Source: an optimization exercise on an open RTL-to-GDS flow (aim: small area, a short achievable clock period and few clock cycles per item). Production flows keep margins and buffers that such runs may drop.
Function was checked by simulation only, so behaviour that the tests miss may differ from the original.
Power is estimated from default activity; no workload was simulated.

==> v24: inputs <==
==> flow/design.v <==
`timescale 1ns / 1ps
package bba_pkg;
    localparam logic [1:0] ST_DONE   = 2'd0;
    localparam logic [1:0] ST_REJECT = 2'd1;
    localparam logic [1:0] ST_NOMEM  = 2'd2;
endpackage
`timescale 1ns / 1ps
`timescale 1ns / 1ps
module bba_pe #(
    parameter int W = 8
) (
    input  logic [(1<<W)-1:0] i_v,
    output logic              o_any,
    output logic [W-1:0]      o_idx
);
    localparam int N = 1 << W;
    logic [2*N-1:1]   an;
    logic [2*N*W-1:0] ix;
    genvar h;
    generate
        for (h = N; h < 2 * N; h++) begin : g_leaf
            assign an[h]          = i_v[h-N];
            assign ix[h*W +: W]   = W'(h - N);
        end
        for (h = N - 1; h >= 1; h--) begin : g_node
            assign an[h]        = an[2*h] | an[2*h+1];
            assign ix[h*W +: W] = an[2*h] ? ix[(2*h)*W +: W] : ix[(2*h+1)*W +: W];
        end
    endgenerate
    assign o_any = an[1];
    assign o_idx = ix[W +: W];
endmodule
`timescale 1ns / 1ps
module buddy_block_allocator (
    input  logic        i_clk,
    input  logic        i_rst_n,
    input  logic        i_in_valid,
    output logic        o_in_ready,
    input  logic [33:0] i_in_data,
    output logic        o_out_valid,
    input  logic        i_out_ready,
    output logic [17:0] o_out_data
);
    logic [255:1] r_s;
    logic [255:0] r_a;
    logic       r_v;     
    logic       r_clr;   
    logic       r_op;    
    logic       r_rej;   
    logic [8:0] r_ge;    
    logic       r_rok;   
    logic [7:0] r_g;     
    logic        r_hv, r_tv;
    logic [10:0] r_hd, r_td;
    logic [16:0] in_n;
    logic [8:0]  in_ge;
    logic        accept, go;
    assign in_n = i_in_data[32:16];
    always_comb begin
        for (int m = 8; m <= 16; m++) begin
            in_ge[m-8] = (in_n <= 17'((1 << m) - 32));
        end
    end
    assign go         = r_v & !r_tv;
    assign o_in_ready = !r_clr & (!r_v | !r_tv);
    assign accept     = i_in_valid & o_in_ready;
    logic [511:1] fv;      
    logic [8:0]   any_l;   
    logic [71:0]  gl;      
    genvar h, m;
    generate
        for (h = 1; h < 512; h++) begin : g_fv
            localparam int W  = $clog2(h + 1) - 1;         
            localparam int FG = (h - (1 << W)) << (8 - W);  
            if (h == 1) begin : g_root
                assign fv[h] = !r_s[1] && !r_a[0];
            end else if (h < 256) begin : g_inner
                assign fv[h] = r_s[h/2] && !r_s[h] && !r_a[FG];
            end else begin : g_grain
                assign fv[h] = r_s[h/2] && !r_a[FG];
            end
        end
        for (m = 8; m < 16; m++) begin : g_lvl
            logic [15-m:0] idx;
            bba_pe #(.W(16 - m)) u_pe (
                .i_v   (fv[(2 << (16 - m)) - 1 : (1 << (16 - m))]),
                .o_any (any_l[m-8]),
                .o_idx (idx)
            );
            assign gl[(m-8)*8 +: 8] = 8'(idx) << (m - 8);
        end
    endgenerate
    assign any_l[8]  = fv[1];
    assign gl[64 +: 8] = 8'd0;
    logic [8:0] cand, below, lsel;
    logic       found;
    logic [7:0] g_al;
    always_comb begin
        cand  = any_l & r_ge;
        found = |cand;
        below[0] = 1'b0;
        for (int i = 1; i < 9; i++) below[i] = below[i-1] | cand[i-1];
        lsel = cand & ~below;
        g_al = '0;
        for (int i = 0; i < 9; i++) g_al = g_al | (lsel[i] ? gl[i*8 +: 8] : 8'd0);
    end
    logic [16:8] s_anc;   
    logic [15:8] bf;      
    generate
        for (m = 9; m <= 16; m++) begin : g_anc
            localparam int W = 16 - m;
            if (W == 0) begin : g_root
                assign s_anc[m] = r_s[1];
            end else begin : g_node
                logic [(1<<W)-1:0] sl;
                assign sl = r_s[(2 << W) - 1 : (1 << W)];
                assign s_anc[m] = sl[r_g[7 -: W]];
            end
        end
        for (m = 8; m < 16; m++) begin : g_bud
            localparam int W = 16 - m;
            logic [W-1:0] bi;
            assign bi = r_g[7 -: W] ^ W'(1);
            if (m == 8) begin : g_grain
                assign bf[m] = !r_a[bi];
            end else begin : g_node
                logic [(1<<W)-1:0] sl, aa;
                assign sl = r_s[(2 << W) - 1 : (1 << W)];
                for (genvar i = 0; i < (1 << W); i++) begin : g_aa
                    assign aa[i] = r_a[i << (m - 8)];
                end
                assign bf[m] = !sl[bi] && !aa[bi];
            end
        end
    endgenerate
    logic [16:9] en_rel;
    always_comb begin
        logic run;
        run = 1'b1;
        for (int i = 9; i <= 16; i++) begin
            run = run & (!s_anc[i] | bf[i-1]);
            en_rel[i] = s_anc[i] & run;
        end
    end
    logic       alloc_go, rel_go, val_s, en_a;
    logic [16:9] en_s;
    logic [7:0] gu;
    assign alloc_go = go && !r_op && !r_rej && found;
    assign rel_go   = go && r_op && r_rok && r_a[r_g];
    assign val_s    = !r_op && !r_clr;
    assign en_a     = r_clr || alloc_go || rel_go;
    assign gu       = (r_op || r_clr) ? r_g : g_al;
    always_comb begin
        for (int i = 9; i <= 16; i++) begin
            en_s[i] = r_clr || (alloc_go && r_ge[i-9] && !below[i-8]) || (rel_go && en_rel[i]);
        end
    end
    generate
        for (h = 1; h < 256; h++) begin : g_su
            localparam int W = $clog2(h + 1) - 1;
            always_ff @(posedge i_clk) begin
                if (en_s[16-W] && (gu >> (8 - W)) == 8'(h - (1 << W))) begin
                    r_s[h] <= val_s;
                end
            end
        end
        for (h = 0; h < 256; h++) begin : g_au
            always_ff @(posedge i_clk) begin
                if (en_a && gu == 8'(h)) begin
                    r_a[h] <= val_s;
                end
            end
        end
    endgenerate
    always_ff @(posedge i_clk) begin
        if (!i_rst_n) begin
            r_v   <= 1'b0;
            r_clr <= 1'b1;
            r_g   <= '0;
        end else begin
            if (accept) begin
                r_v <= 1'b1;
            end else if (go) begin
                r_v <= 1'b0;
            end
            if (r_clr) begin
                r_g <= r_g + 1'b1;
                if (r_g == 8'hff) begin
                    r_clr <= 1'b0;
                end
            end else if (accept) begin
                r_g <= i_in_data[15:8];
            end
        end
        if (accept) begin
            r_op  <= i_in_data[33];
            r_rej <= (in_n == '0) || (in_n > 17'd65536);
            r_ge  <= in_ge;
            r_rok <= (i_in_data[7:0] == 8'h20);
        end
    end
    logic [10:0] res;
    logic        ok;
    logic [1:0]  st;
    assign ok  = !r_op && !r_rej && found;
    assign st  = r_op ? bba_pkg::ST_DONE : r_rej ? bba_pkg::ST_REJECT :
                 found ? bba_pkg::ST_DONE : bba_pkg::ST_NOMEM;
    assign res = {st, ok ? g_al : 8'd0, ok};
    always_ff @(posedge i_clk) begin
        if (!i_rst_n) begin
            r_hv <= 1'b0;
            r_tv <= 1'b0;
        end else if (r_tv) begin
            if (i_out_ready) begin
                r_tv <= 1'b0;
            end
        end else if (!r_hv || i_out_ready) begin
            r_hv <= go;
        end else if (go) begin
            r_tv <= 1'b1;
        end
    end
    always_ff @(posedge i_clk) begin
        if (r_tv) begin
            if (i_out_ready) begin
                r_hd <= r_td;
            end
        end else if (!r_hv || i_out_ready) begin
            r_hd <= res;
        end else if (go) begin
            r_td <= res;
        end
    end
    assign o_out_valid = r_hv;
    assign o_out_data  = {r_hd[10:1], 2'b00, r_hd[0], 5'd0};
endmodule
==> flow/run.sh <==
#!/bin/bash
# synth_recipe.tcl (not shown) runs the flow's synth.tcl, then flattens the netlist and writes it again
# the make line also repeats each setting of config.mk as NAME=value (left out here)
make -C /OpenROAD-flow-scripts/flow DESIGN_CONFIG=/design/flow/config.mk WORK_HOME=/design/flow/orfs CLKGATE_MAP_FILE= SYNTH_SCRIPT=/design/flow/synth_recipe.tcl finish
==> flow/config.mk <==
export PLATFORM = sky130hd
export DESIGN_NAME = buddy_block_allocator
export DESIGN_NICKNAME = buddy_block_allocator
export VERILOG_FILES = /design/flow/design.v
export SDC_FILE = /design/flow/constraint.sdc
export NUM_CORES = 4
export LEC_CHECK = 0
export CAP_MARGIN = 20
export CELL_PAD_IN_SITES_DETAIL_PLACEMENT = 1
export CELL_PAD_IN_SITES_GLOBAL_PLACEMENT = 2
export CORE_MARGIN = 2
export CORE_UTILIZATION = 25
export SLEW_MARGIN = 20
==> flow/constraint.sdc <==
create_clock -name core_clock -period 10.0 [get_ports {i_clk}]
set_input_delay 2.0000 -clock core_clock [delete_from_list [all_inputs] [get_ports {i_clk}]]
set_output_delay 2.0000 -clock core_clock [all_outputs]
set_load 0.01 [all_outputs]
==> v18: changes against v24 <==
--- a/flow/design.v
+++ b/flow/design.v
@@ -104,33 +104,21 @@
         g_al = '0;
         for (int i = 0; i < 9; i++) g_al = g_al | (lsel[i] ? gl[i*8 +: 8] : 8'd0);
     end
-    logic [16:8] s_anc;   
-    logic [15:8] bf;      
-    generate
-        for (m = 9; m <= 16; m++) begin : g_anc
+    logic [1:0]  a_pair;   
+    logic        a_self;
+    logic [15:8] bf;       
+    assign a_pair[0] = r_a[{r_g[7:1], 1'b0}];
+    assign a_pair[1] = r_a[{r_g[7:1], 1'b1}];
+    assign a_self    = r_g[0] ? a_pair[1] : a_pair[0];
+    assign bf[8]     = !(r_g[0] ? a_pair[0] : a_pair[1]);
+    generate
+        for (m = 9; m < 16; m++) begin : g_bud
             localparam int W = 16 - m;
-            if (W == 0) begin : g_root
-                assign s_anc[m] = r_s[1];
-            end else begin : g_node
-                logic [(1<<W)-1:0] sl;
-                assign sl = r_s[(2 << W) - 1 : (1 << W)];
-                assign s_anc[m] = sl[r_g[7 -: W]];
-            end
-        end
-        for (m = 8; m < 16; m++) begin : g_bud
-            localparam int W = 16 - m;
-            logic [W-1:0] bi;
-            assign bi = r_g[7 -: W] ^ W'(1);
-            if (m == 8) begin : g_grain
-                assign bf[m] = !r_a[bi];
-            end else begin : g_node
-                logic [(1<<W)-1:0] sl, aa;
-                assign sl = r_s[(2 << W) - 1 : (1 << W)];
-                for (genvar i = 0; i < (1 << W); i++) begin : g_aa
-                    assign aa[i] = r_a[i << (m - 8)];
-                end
-                assign bf[m] = !sl[bi] && !aa[bi];
-            end
+            logic [(1<<W)-1:0] nfa;
+            for (genvar i = 0; i < (1 << W); i++) begin : g_nfa
+                assign nfa[i] = !r_s[(1 << W) + i] && !r_a[i << (m - 8)];
+            end
+            assign bf[m] = nfa[r_g[7 -: W] ^ W'(1)];
         end
     endgenerate
     logic [16:9] en_rel;
@@ -138,15 +126,15 @@
         logic run;
         run = 1'b1;
         for (int i = 9; i <= 16; i++) begin
-            run = run & (!s_anc[i] | bf[i-1]);
-            en_rel[i] = s_anc[i] & run;
+            run = run & bf[i-1];
+            en_rel[i] = run;
         end
     end
     logic       alloc_go, rel_go, val_s, en_a;
     logic [16:9] en_s;
     logic [7:0] gu;
     assign alloc_go = go && !r_op && !r_rej && found;
-    assign rel_go   = go && r_op && r_rok && r_a[r_g];
+    assign rel_go   = go && r_op && r_rok && a_self;
     assign val_s    = !r_op && !r_clr;
     assign en_a     = r_clr || alloc_go || rel_go;
     assign gu       = (r_op || r_clr) ? r_g : g_al;
@@ -155,18 +143,31 @@
             en_s[i] = r_clr || (alloc_go && r_ge[i-9] && !below[i-8]) || (rel_go && en_rel[i]);
         end
     end
+    logic [15:0] dhi;
+    always_comb begin
+        for (int i = 0; i < 16; i++) dhi[i] = (gu[7:4] == 4'(i));
+    end
     generate
         for (h = 1; h < 256; h++) begin : g_su
             localparam int W = $clog2(h + 1) - 1;
+            localparam int J = h - (1 << W);
+            logic sel;
+            if (W > 4) begin : g_lo
+                assign sel = dhi[J >> (W - 4)] && en_s[16-W] && (gu[3 -: W-4] == (W-4)'(J));
+            end else if (W > 0) begin : g_hi
+                assign sel = en_s[16-W] && (gu[7 -: W] == W'(J));
+            end else begin : g_root
+                assign sel = en_s[16];
+            end
             always_ff @(posedge i_clk) begin
-                if (en_s[16-W] && (gu >> (8 - W)) == 8'(h - (1 << W))) begin
+                if (sel) begin
                     r_s[h] <= val_s;
                 end
             end
         end
         for (h = 0; h < 256; h++) begin : g_au
             always_ff @(posedge i_clk) begin
-                if (en_a && gu == 8'(h)) begin
+                if (en_a && dhi[h >> 4] && gu[3:0] == 4'(h)) begin
                     r_a[h] <= val_s;
                 end
             end
--- a/flow/config.mk
+++ b/flow/config.mk
@@ -5,9 +5,11 @@
 export SDC_FILE = /design/flow/constraint.sdc
 export NUM_CORES = 4
 export LEC_CHECK = 0
+export ABC_AREA = 1
 export CAP_MARGIN = 20
 export CELL_PAD_IN_SITES_DETAIL_PLACEMENT = 1
 export CELL_PAD_IN_SITES_GLOBAL_PLACEMENT = 2
 export CORE_MARGIN = 2
-export CORE_UTILIZATION = 25
+export CORE_UTILIZATION = 50
+export SETUP_SLACK_MARGIN = 5
 export SLEW_MARGIN = 20
==> v31: changes against v24 <==
--- a/flow/design.v
+++ b/flow/design.v
@@ -49,7 +49,8 @@
     logic       r_rej;   
     logic [8:0] r_ge;    
     logic       r_rok;   
-    logic [7:0] r_g;     
+    logic [15:0] r_gh;   
+    logic [15:0] r_gl;   
     logic        r_hv, r_tv;
     logic [10:0] r_hd, r_td;
     logic [16:0] in_n;
@@ -104,32 +105,53 @@
         g_al = '0;
         for (int i = 0; i < 9; i++) g_al = g_al | (lsel[i] ? gl[i*8 +: 8] : 8'd0);
     end
-    logic [16:8] s_anc;   
-    logic [15:8] bf;      
-    generate
-        for (m = 9; m <= 16; m++) begin : g_anc
+    logic [15:0] arow;     
+    logic        a_self;   
+    logic [15:8] bf;       
+    always_comb begin
+        for (int j = 0; j < 16; j++) begin
+            arow[j] = 1'b0;
+            for (int i = 0; i < 16; i++) arow[j] = arow[j] | (r_gh[i] & r_a[16*i+j]);
+        end
+        a_self = 1'b0;
+        bf[8]  = 1'b1;
+        for (int j = 0; j < 16; j++) begin
+            a_self = a_self | (r_gl[j] & arow[j]);
+            bf[8]  = bf[8] & !(r_gl[j^1] & arow[j]);
+        end
+    end
+    generate
+        for (m = 9; m < 16; m++) begin : g_bud
             localparam int W = 16 - m;
-            if (W == 0) begin : g_root
-                assign s_anc[m] = r_s[1];
-            end else begin : g_node
-                logic [(1<<W)-1:0] sl;
-                assign sl = r_s[(2 << W) - 1 : (1 << W)];
-                assign s_anc[m] = sl[r_g[7 -: W]];
-            end
-        end
-        for (m = 8; m < 16; m++) begin : g_bud
-            localparam int W = 16 - m;
-            logic [W-1:0] bi;
-            assign bi = r_g[7 -: W] ^ W'(1);
-            if (m == 8) begin : g_grain
-                assign bf[m] = !r_a[bi];
-            end else begin : g_node
-                logic [(1<<W)-1:0] sl, aa;
-                assign sl = r_s[(2 << W) - 1 : (1 << W)];
-                for (genvar i = 0; i < (1 << W); i++) begin : g_aa
-                    assign aa[i] = r_a[i << (m - 8)];
-                end
-                assign bf[m] = !sl[bi] && !aa[bi];
+            logic [(1<<W)-1:0] nfa;
+            for (genvar i = 0; i < (1 << W); i++) begin : g_nfa
+                assign nfa[i] = !r_s[(1 << W) + i] && !r_a[i << (m - 8)];
+            end
+            if (W > 4) begin : g_lo
+                localparam int X = 1 << (W - 4);
+                logic [X-1:0] lsl, row;
+                always_comb begin
+                    for (int x = 0; x < X; x++) begin
+                        lsl[x] = 1'b0;
+                        for (int v = 0; v < 16; v++)
+                            if ((v >> (m - 8)) == x) lsl[x] = lsl[x] | r_gl[v];
+                        row[x] = 1'b0;
+                        for (int i = 0; i < 16; i++) row[x] = row[x] | (r_gh[i] & nfa[i*X+x]);
+                    end
+                    bf[m] = 1'b0;
+                    for (int x = 0; x < X; x++) bf[m] = bf[m] | (lsl[x^1] & row[x]);
+                end
+            end else begin : g_hi
+                logic [(1<<W)-1:0] hsl;
+                always_comb begin
+                    for (int y = 0; y < (1 << W); y++) begin
+                        hsl[y] = 1'b0;
+                        for (int v = 0; v < 16; v++)
+                            if ((v >> (m - 12)) == y) hsl[y] = hsl[y] | r_gh[v];
+                    end
+                    bf[m] = 1'b0;
+                    for (int y = 0; y < (1 << W); y++) bf[m] = bf[m] | (hsl[y^1] & nfa[y]);
+                end
             end
         end
     endgenerate
@@ -138,35 +160,61 @@
         logic run;
         run = 1'b1;
         for (int i = 9; i <= 16; i++) begin
-            run = run & (!s_anc[i] | bf[i-1]);
-            en_rel[i] = s_anc[i] & run;
-        end
-    end
-    logic       alloc_go, rel_go, val_s, en_a;
+            run = run & bf[i-1];
+            en_rel[i] = run;
+        end
+    end
+    logic       alloc_go, rel_go, val_s, en_a, use_r;
     logic [16:9] en_s;
-    logic [7:0] gu;
     assign alloc_go = go && !r_op && !r_rej && found;
-    assign rel_go   = go && r_op && r_rok && r_a[r_g];
+    assign rel_go   = go && r_op && r_rok && a_self;
     assign val_s    = !r_op && !r_clr;
     assign en_a     = r_clr || alloc_go || rel_go;
-    assign gu       = (r_op || r_clr) ? r_g : g_al;
+    assign use_r    = r_op || r_clr;
     always_comb begin
         for (int i = 9; i <= 16; i++) begin
             en_s[i] = r_clr || (alloc_go && r_ge[i-9] && !below[i-8]) || (rel_go && en_rel[i]);
         end
     end
+    logic [15:0] dhi, dlo;
+    always_comb begin
+        for (int v = 0; v < 16; v++) begin
+            dhi[v] = use_r ? r_gh[v] : (g_al[7:4] == 4'(v));
+            dlo[v] = use_r ? r_gl[v] : (g_al[3:0] == 4'(v));
+        end
+    end
     generate
         for (h = 1; h < 256; h++) begin : g_su
             localparam int W = $clog2(h + 1) - 1;
+            localparam int J = h - (1 << W);
+            logic sel, part;
+            if (W > 4) begin : g_lo
+                always_comb begin
+                    part = 1'b0;
+                    for (int v = 0; v < 16; v++)
+                        if ((v >> (8 - W)) == (J % (1 << (W - 4)))) part = part | dlo[v];
+                end
+                assign sel = dhi[J >> (W - 4)] && en_s[16-W] && part;
+            end else if (W > 0) begin : g_hi
+                always_comb begin
+                    part = 1'b0;
+                    for (int v = 0; v < 16; v++)
+                        if ((v >> (4 - W)) == J) part = part | dhi[v];
+                end
+                assign sel = en_s[16-W] && part;
+            end else begin : g_root
+                assign part = 1'b1;
+                assign sel  = en_s[16];
+            end
             always_ff @(posedge i_clk) begin
-                if (en_s[16-W] && (gu >> (8 - W)) == 8'(h - (1 << W))) begin
+                if (sel) begin
                     r_s[h] <= val_s;
                 end
             end
         end
         for (h = 0; h < 256; h++) begin : g_au
             always_ff @(posedge i_clk) begin
-                if (en_a && gu == 8'(h)) begin
+                if (en_a && dhi[h >> 4] && dlo[h % 16]) begin
                     r_a[h] <= val_s;
                 end
             end
@@ -176,7 +224,8 @@
         if (!i_rst_n) begin
             r_v   <= 1'b0;
             r_clr <= 1'b1;
-            r_g   <= '0;
+            r_gh  <= 16'd1;
+            r_gl  <= 16'd1;
         end else begin
             if (accept) begin
                 r_v <= 1'b1;
@@ -184,12 +233,16 @@
                 r_v <= 1'b0;
             end
             if (r_clr) begin
-                r_g <= r_g + 1'b1;
-                if (r_g == 8'hff) begin
-                    r_clr <= 1'b0;
+                r_gl <= {r_gl[14:0], r_gl[15]};
+                if (r_gl[15]) begin
+                    r_gh <= {r_gh[14:0], r_gh[15]};
+                    if (r_gh[15]) begin
+                        r_clr <= 1'b0;
+                    end
                 end
             end else if (accept) begin
-                r_g <= i_in_data[15:8];
+                r_gh <= 16'd1 << i_in_data[15:12];
+                r_gl <= 16'd1 << i_in_data[11:8];
             end
         end
         if (accept) begin
==> flow/flow/run.sh (new file) <==
#!/bin/bash
set -euo pipefail
MARGIN=6.5
sed -E "s/SETUP_SLACK_MARGIN=[0-9.]+/SETUP_SLACK_MARGIN=${MARGIN}/" standard.sh > standard_margin.sh
grep -q "SETUP_SLACK_MARGIN=${MARGIN}" standard_margin.sh
bash standard_margin.sh > layout.log 2>&1
==> flow/standard.sh (new file) <==
#!/bin/bash
# synth_recipe.tcl (not shown) runs the flow's synth.tcl, then flattens the netlist and writes it again
# the make line also repeats each setting of config.mk as NAME=value (left out here)
make -C /OpenROAD-flow-scripts/flow DESIGN_CONFIG=/design/flow/config.mk WORK_HOME=/design/flow/orfs CLKGATE_MAP_FILE= SYNTH_SCRIPT=/design/flow/synth_recipe.tcl "${@:-finish}"
--- a/flow/config.mk
+++ b/flow/config.mk
@@ -5,9 +5,11 @@
 export SDC_FILE = /design/flow/constraint.sdc
 export NUM_CORES = 4
 export LEC_CHECK = 0
+export ABC_AREA = 1
 export CAP_MARGIN = 20
 export CELL_PAD_IN_SITES_DETAIL_PLACEMENT = 1
 export CELL_PAD_IN_SITES_GLOBAL_PLACEMENT = 2
 export CORE_MARGIN = 2
-export CORE_UTILIZATION = 25
+export CORE_UTILIZATION = 35
+export SETUP_SLACK_MARGIN = 5
 export SLEW_MARGIN = 20
removed: flow/run.sh
==> comparison <==
- Between v18 and v31, the lower final area is in v18 (gap about 25%, measured against v31).
- Of v31 and v18, v31 has the higher area after synthesis (gap about 0.3%, measured against v18).
- Fmax, lowest first: v24, v18, v31.
- Global-route usage, highest first: v18, v31, v24.
- The lowest register-to-register slack belongs to v24, the highest to v31.
- Of v24 and v18, v24 has the higher via count (gap 6.0%, measured against v18).
- The lowest power belongs to v18, the highest to v24.
- v24 ran to the end with no violations. v31 finished but failed the layout checks on max-slew violations. v18 completed without violations.
- Of v18 and v24, v24 has the higher clock skew (gap 0.015 ns).
- Between v18 and v24, the lower wire length is in v18 (gap 22%, measured against v24).
- Between v31 and v18, the lower hold slack is in v31 (gap 0.0030 ns).
==> figures <==
	v18	v24	v31
Status	finished clean	finished clean	finished with violations
Layout check failures	-	-	max-slew violations
First-pass GRT wire length	230000 um	293000 um	308000 um
DRT Pass-1 Iters	5	8	6
Inserted Diodes	1	3	7
End of the worst register-to-register path	r_s[95]$_DFFE_PP_	r_a[148]$_DFFE_PP_	r_s[33]$_DFFE_PP_
Total detailed-routing wirelength	162000 um	207000 um	235000 um
Group drawing the most power	sequential cells	the clock network	the clock network
Power consumed by the clock network	2.45 mW	2.79 mW	2.72 mW
Flop pwr share	47.5%	44.1%	47.5%
Starting utilization of the core area	50.4%	25.2%	35.2%
Utilization after layout	56.9%	28.3%	53.1%
Multi-input comb cells	3364	2879	3256
Cell kind with the greatest summed area	registers	multi-input combinational cells	multi-input combinational cells
Total die area	0.0710 sq mm	0.167 sq mm	0.101 sq mm
Number of antenna violations at the first check in global routing	3	9	17
Post-synth top area share	47.5%	39.9%	47.4%
CP Data Arrival Time	5.41 ns	7.58 ns	4.44 ns
Sequential cell count	557	557	581
Final cell count without fillers	5425	6025	6309
Final Total Pwr	5.35 mW	5.78 mW	5.53 mW
DR WL/cell	29.9 um	34.4 um	37.3 um
Testbench counts of v24, summed over its fixed seeds: cycles 4,016, items 4,000.
Testbench counts of v18, summed over its fixed seeds: cycles 4,016, items 4,000.
Testbench counts of v31, summed over its fixed seeds: cycles 4,016, items 4,000.

## re-timing with driven ports
How much do the figures lean on ideal ports? The routed layouts below were timed once more, with nothing changed but the port constraints. Step 1, drivers: a clkbuf_16 drives i_clk and a buf_2 each remaining input, both assumed. Step 2 also shifts input and output timing later by t, the mid clock arrival at the registers, as if the neighbouring blocks saw the same clock. a / b / c = ideal ports / drivers / drivers and shift; a / b = the first two.
run	t (ns)	setup WS [ns]	worst hold slack (ns)	clock arrival spread, ns
v24	0.783	2.777 / 2.777 / 2.777	0.502 / 0.502 / 0.502	0.050 / 0.050
v18	0.691	4.905 / 4.905 / 4.905	0.529 / 0.529 / 0.529	0.035 / 0.036
v31	0.750	5.996 / 5.996 / 5.972	0.526 / 0.526 / 0.526	0.029 / 0.029
For v31, which loses most, drivers alone change the setup slack by 0.000 ns; drivers and shift together by -0.024 ns.
